Context: an optimization exercise on an open-source flow, tuned for small area, a short achievable clock period and few clock cycles. The choices shown serve that exercise and are no tape-out recipe.
Where RTL was checked, it was by simulation tests only, not by an equivalence proof against the original.
No activity file was given, so power comes from the tool's default toggle rates.

## JK
## multicycle_datapath
module multicycle_datapath #(
    parameter int              XLEN     = 32,
    parameter int              NREG     = 32,
    parameter logic [XLEN-1:0] RESET_PC = '0
) (
    input  logic            clk,
    input  logic            reset,
    output logic            mem_req,
    output logic            mem_we,
    output logic [XLEN-1:0] mem_addr,
    output logic [XLEN-1:0] mem_wdata,
    input  logic            mem_ready,
    input  logic [XLEN-1:0] mem_rdata,
    output logic [XLEN-1:0] pc_out,
    output logic            retire,
    output logic            halted,
    output logic            illegal
);
    function automatic logic is_legal(input logic [6:0] opc, input logic [2:0] f3,
                                      input logic [6:0] f7);
        case (opc)
            OP_R:              is_legal = (f3 == F3_ADD && (f7 == F7_BASE || f7 == F7_SUB)) ||
                                          (f7 == F7_BASE && (f3 == F3_SLT || f3 == F3_OR || f3 == F3_AND));
  ...
==> flow/config.mk <==
export PLATFORM = sky130hd
export DESIGN_NAME = multicycle_datapath
export DESIGN_NICKNAME = multicycle_datapath
export VERILOG_FILES = /design/flow/design.v
export SDC_FILE = /design/flow/constraint.sdc
export NUM_CORES = 4
export LEC_CHECK = 0
export CAP_MARGIN = 20
export CORE_MARGIN = 2
export CORE_UTILIZATION = 35
export PLACE_DENSITY = 0.45
export SETUP_SLACK_MARGIN = 5
export SLEW_MARGIN = 20
export TNS_END_PERCENT = 5
==> flow/constraint.sdc <==
create_clock -name core_clock -period 8.0 [get_ports {clk}]
set_input_delay 1.6000 -clock core_clock [delete_from_list [all_inputs] [get_ports {clk}]]
set_output_delay 1.6000 -clock core_clock [all_outputs]
set_load 0.01 [all_outputs]
run.sh (not shown) runs the stock make flow with config.mk's settings and CLKGATE_MAP_FILE= SYNTH_SCRIPT=/design/flow/synth_recipe.tcl, a recipe that flattens the netlist after the stock synthesis.
Testbench counts of JK, summed over its fixed seeds: cycles 45,162.
--- input diff JK..MS ---
diff --git a/flow/design.v b/flow/design.v
--- a/flow/design.v
+++ b/flow/design.v
@@ -103,19 +103,22 @@
     endfunction
     localparam int RW = $clog2(NREG);
     logic            req_q, reqm_q, we_q;     
     logic            rpend_q;                 
     logic [XLEN-1:1] pc_f_q;                  
     logic            d_valid_q, d_pred_q;
     logic [31:0]     d_ir_q;
+    logic [3:0]      d_s1h_q, d_s2h_q;        
+    logic [7:0]      d_s1l_q, d_s2l_q;        
     logic            e_valid_q;
     logic [XLEN-1:1] e_pc_q;                  
     logic [XLEN-1:0] e_a_q, e_b_q;
     logic [11:0]     e_imm_q;                 
-    logic [4:0]      e_rd_q, e_rs1_q, e_rs2_q;
+    logic [4:0]      e_rd_q;
+    logic            e_fix_a_q, e_fix_b_q;    
     logic            e_sel_imm_q, e_fwd_a_q, e_fwd_b_q;
     logic            e_sub_q, e_and_q, e_or_q, e_slt_q;
     logic            e_wb_q, e_ld_q, e_st_q, e_br_q, e_pred_q, e_halt_q, e_ill_q;
     logic            m_valid_q, m_st_q;
     logic [XLEN-1:2] m_addr_q;
     logic [XLEN-1:0] m_wdata_q;
     logic [4:0]      m_rd_q;
@@ -208,16 +211,16 @@
     assign d_is_br  = d_opc == OP_BRANCH;
     assign d_is_sys = d_opc == OP_SYSTEM;
     logic [XLEN-1:0] rf_a, rf_b;
     always_comb begin
         rf_a = '0;
         rf_b = '0;
         for (int i = 1; i < NREG; i++) begin
-            rf_a = rf_a | ({XLEN{d_rs1 == i[4:0]}} & regs_q[i]);
-            rf_b = rf_b | ({XLEN{d_rs2 == i[4:0]}} & regs_q[i]);
+            rf_a = rf_a | ({XLEN{d_s1h_q[i/8] && d_s1l_q[i%8]}} & regs_q[i]);
+            rf_b = rf_b | ({XLEN{d_s2h_q[i/8] && d_s2l_q[i%8]}} & regs_q[i]);
         end
     end
     assign d_a = (w_we_q && w_rd_q == d_rs1) ? w_q : rf_a;
     assign d_b = (w_we_q && w_rd_q == d_rs2) ? w_q : rf_b;
     assign mem_req   = req_q;
     assign mem_we    = we_q;
     assign mem_addr  = reqm_q ? {m_addr_q, 2'b00} : {pc_f_q, 1'b0};
@@ -268,40 +271,48 @@
     end
     always_ff @(posedge clk) begin
         pc_out_q <= e_pc_q;
         w_q      <= alu_y;
         w_rd_q   <= e_rd_q;
         if (d_load) begin
             d_ir_q   <= w;
+            for (int j = 0; j < 4; j++) begin
+                d_s1h_q[j] <= w[19:18] == j[1:0];
+                d_s2h_q[j] <= w[24:23] == j[1:0];
+            end
+            for (int j = 0; j < 8; j++) begin
+                d_s1l_q[j] <= w[17:15] == j[2:0];
+                d_s2l_q[j] <= w[22:20] == j[2:0];
+            end
             d_pred_q <= w_pred;
         end
         if (e_takes_d && d_valid_q) begin
             e_a_q       <= d_a;
             e_b_q       <= d_b;
             e_imm_q     <= d_is_st ? {d_f7, d_rd} : d_is_br ? d_immb[12:1] : d_ir_q[31:20];
             e_rd_q      <= d_rd;
-            e_rs1_q     <= d_rs1;
-            e_rs2_q     <= d_rs2;
+            e_fix_a_q   <= e_valid_q && e_ld_q && e_rd_q == d_rs1 && d_rs1 != '0;
+            e_fix_b_q   <= e_valid_q && e_ld_q && e_rd_q == d_rs2 && d_rs2 != '0;
             e_sel_imm_q <= !(d_is_r || d_is_br);
             e_fwd_a_q   <= e_valid_q && e_wb_q && e_rd_q == d_rs1;
             e_fwd_b_q   <= e_valid_q && e_wb_q && e_rd_q == d_rs2;
             e_sub_q     <= d_is_r && (d_f7 == F7_SUB || d_f3 == F3_SLT);
             e_and_q     <= (d_is_r || d_is_i) && d_f3 == F3_AND;
             e_or_q      <= (d_is_r || d_is_i) && d_f3 == F3_OR;
             e_slt_q     <= d_is_r && d_f3 == F3_SLT;
             e_wb_q      <= d_legal && (d_is_r || d_is_i) && d_rd != '0;
             e_ld_q      <= d_legal && d_is_ld;
             e_st_q      <= d_legal && d_is_st;
             e_br_q      <= d_legal && d_is_br;
             e_pred_q    <= d_pred_q;
             e_halt_q    <= !d_legal || d_is_sys;
             e_ill_q     <= !d_legal;
-        end else if (m_acc && m_rd_q != '0) begin
-            if (m_rd_q == e_rs1_q) e_a_q <= mem_rdata;
-            if (m_rd_q == e_rs2_q) e_b_q <= mem_rdata;
+        end else if (m_acc) begin
+            if (e_fix_a_q) e_a_q <= mem_rdata;
+            if (e_fix_b_q) e_b_q <= mem_rdata;
         end
         if (!m_valid_q) begin
             m_st_q    <= e_st_q;
             m_addr_q  <= alu_sum[XLEN-1:2];
             m_wdata_q <= op_r2;
             m_rd_q    <= e_ld_q ? e_rd_q : '0;
         end
==> notes.md <==
- Delta (MS minus JK): clock skew moved up, width of the chip up about 0.6%.
- Taking JK as the reference, in MS critical path depth has decreased; global routing usage on met2 has decreased.
- Changes observed in MS relative to JK: fraction of layout cells with a size suffix above 1 went down; utilization after layout went down; total wirelength of the detailed-routed design went down; non-filler instance count after layout went down; ratio of final minimum period to clock period went up.
The RTL of MS was laid out without a check of its function.

* * *

Another version of the RTL of multicycle_datapath (not shown whole).
Size in the first run: about 5100 cells after synthesis, about 140 I/O pins, roughly 64000 um2 of cells after synthesis.
Settings: LEC_CHECK=0, CAP_MARGIN=20, CORE_MARGIN=2, CORE_UTILIZATION=35, PLACE_DENSITY=0.45, SETUP_SLACK_MARGIN=5, SLEW_MARGIN=20, TNS_END_PERCENT=5; clock period 8.0 ns.
Testbench counts at the start, summed over its fixed seeds: cycles 45,162.
Then changed:
--- a/flow/design.v
+++ b/flow/design.v
@@ -98,20 +98,21 @@
             OP_LOAD, OP_STORE: is_legal = f3 == F3_WORD;
             OP_BRANCH:         is_legal = f3 == F3_BEQ;
             OP_SYSTEM:         is_legal = 1'b1;
             default:           is_legal = 1'b0;
         endcase
     endfunction
     localparam int RW = $clog2(NREG);
     logic            req_q, reqm_q, we_q;     
     logic            rpend_q;                 
     logic [XLEN-1:1] pc_f_q;                  
+    logic [15:0]     bht_q;                   
     logic            d_valid_q, d_pred_q;
     logic [31:0]     d_ir_q;
     logic [3:0]      d_s1h_q, d_s2h_q;        
     logic [7:0]      d_s1l_q, d_s2l_q;        
     logic            e_valid_q;
     logic [XLEN-1:1] e_pc_q;                  
     logic [XLEN-1:0] e_a_q, e_b_q;
     logic [11:0]     e_imm_q;                 
     logic [4:0]      e_rd_q, e_rs1_q, e_rs2_q;
     logic            e_sel_imm_q, e_fwd_a_q, e_fwd_b_q;
@@ -169,21 +170,22 @@
     logic            redirect, d_accept, d_load, halt_set, m_valid_n;
     logic [31:0]     w;
     logic            w_take, w_pred;
     logic [11:0]     w_lo;                    
     logic [XLEN-1:1] pc_f4;
     assign redirect = rpend_q || e_misp;
     assign d_accept = !d_valid_q || e_takes_d;
     assign d_load   = f_acc && !redirect && d_accept;
     assign pc_f4    = pc_f_q + 1'b1 + 1'b1;
     assign w      = mem_rdata[31:0];
-    assign w_take = w[6:0] == OP_BRANCH && w[14:12] == F3_BEQ && (w[31] || w[19:15] == w[24:20]);
+    assign w_take = w[6:0] == OP_BRANCH && w[14:12] == F3_BEQ &&
+                    (w[31] || w[19:15] == w[24:20] || bht_q[pc_f_q[5:2]]);
     prefix_add #(.W(12)) u_wlo (
         .a  (pc_f_q[12:1]),
         .b  ({w[31], w[7], w[30:25], w[11:8]}),
         .ci (1'b0),
         .s  (w_lo)
     );
     logic w_c11, w_cout;
     assign w_c11  = w_lo[11] ^ pc_f_q[12] ^ w[31];
     assign w_cout = (pc_f_q[12] && w[31]) || ((pc_f_q[12] ^ w[31]) && w_c11);
     assign w_pred = w_take && (w_cout == w[31]);
@@ -228,20 +230,21 @@
     assign retire    = retire_q;
     assign halted    = halted_q;
     assign illegal   = illegal_q;
     always_ff @(posedge clk or negedge reset) begin
         if (!reset) begin
             req_q     <= 1'b0;
             reqm_q    <= 1'b0;
             we_q      <= 1'b0;
             rpend_q   <= 1'b0;
             pc_f_q    <= RESET_PC[XLEN-1:1];
+            bht_q     <= '0;
             e_pc_q    <= RESET_PC[XLEN-1:1];
             d_valid_q <= 1'b0;
             e_valid_q <= 1'b0;
             m_valid_q <= 1'b0;
             w_we_q    <= 1'b0;
             retire_q  <= 1'b0;
             halted_q  <= 1'b0;
             illegal_q <= 1'b0;
         end else begin
             if (!hold) begin
@@ -252,20 +255,21 @@
             rpend_q   <= redirect && hold;
             if (redirect && !hold)
                 pc_f_q <= e_alt;
             else if (d_load)
                 pc_f_q <= w_pred ? {pc_f_q[XLEN-1:13], w_lo} : pc_f4;
             if (d_load)                d_valid_q <= 1'b1;
             else if (e_misp || e_takes_d) d_valid_q <= 1'b0;
             if (e_misp)                e_valid_q <= 1'b0;
             else if (e_takes_d)        e_valid_q <= d_valid_q;
             if (e_done)                e_pc_q    <= e_npc;
+            if (e_done && e_br_q)      bht_q[e_pc_q[5:2]] <= e_eq;
             m_valid_q <= m_valid_n;
             w_we_q    <= e_done && e_wb_q;
             retire_q  <= e_done;
             if (halt_set) begin
                 halted_q  <= 1'b1;
                 illegal_q <= e_ill_q || e_mis;
             end
         end
     end
     always_ff @(posedge clk) begin
The new run went through all stages and came out clean.
Clock power is higher by a few percent.
Worst setup slack degrades by 0.091 ns.
Fmax went down by a few percent.
Via count increases slightly.
Core utilization grows by 0.66 points.
Clock-buffer cell count is lower by 11.
Synthesized cell count rises slightly.
Routed wire length went down slightly.
For the second run of this note, only the layout was checked, not whether the RTL still works.

afterwards: timing with drivers on the ports:
In the flow no input, the clock included, has a driving cell. The finished layouts below were timed again as built, in two steps.
Step 1: set_driving_cell puts a clkbuf_16 on clk and a buf_2 on each other input, an assumption about the parent block.
Step 2 also shifts input and output timing later by t, the mid clock arrival at the registers, as if the neighbouring blocks saw the same clock.
Slacks: ideal / step 1 / step 2; pairs: ideal / step 1.
run	t (ns)	slack for setup (ns)	worst setup path at the end	worst slew at a driven data input, ns	pins driven straight from the clock port
JK	0.907	4.029 / 4.029 / 3.539	input to register	0.15	1
MS	0.898	3.858 / 3.858 / 3.262	input to register	0.14	1
the first run of note 2	0.919	4.030 / 4.030 / 3.510	input to register	0.07	1
the second run of note 2	0.912	3.939 / 3.939 / 3.231	input to register	0.13	1
After both steps setup and hold are still met in every run listed. For the second run of note 2, which loses most, drivers alone change the setup slack by 0.000 ns; drivers and shift together by -0.708 ns.
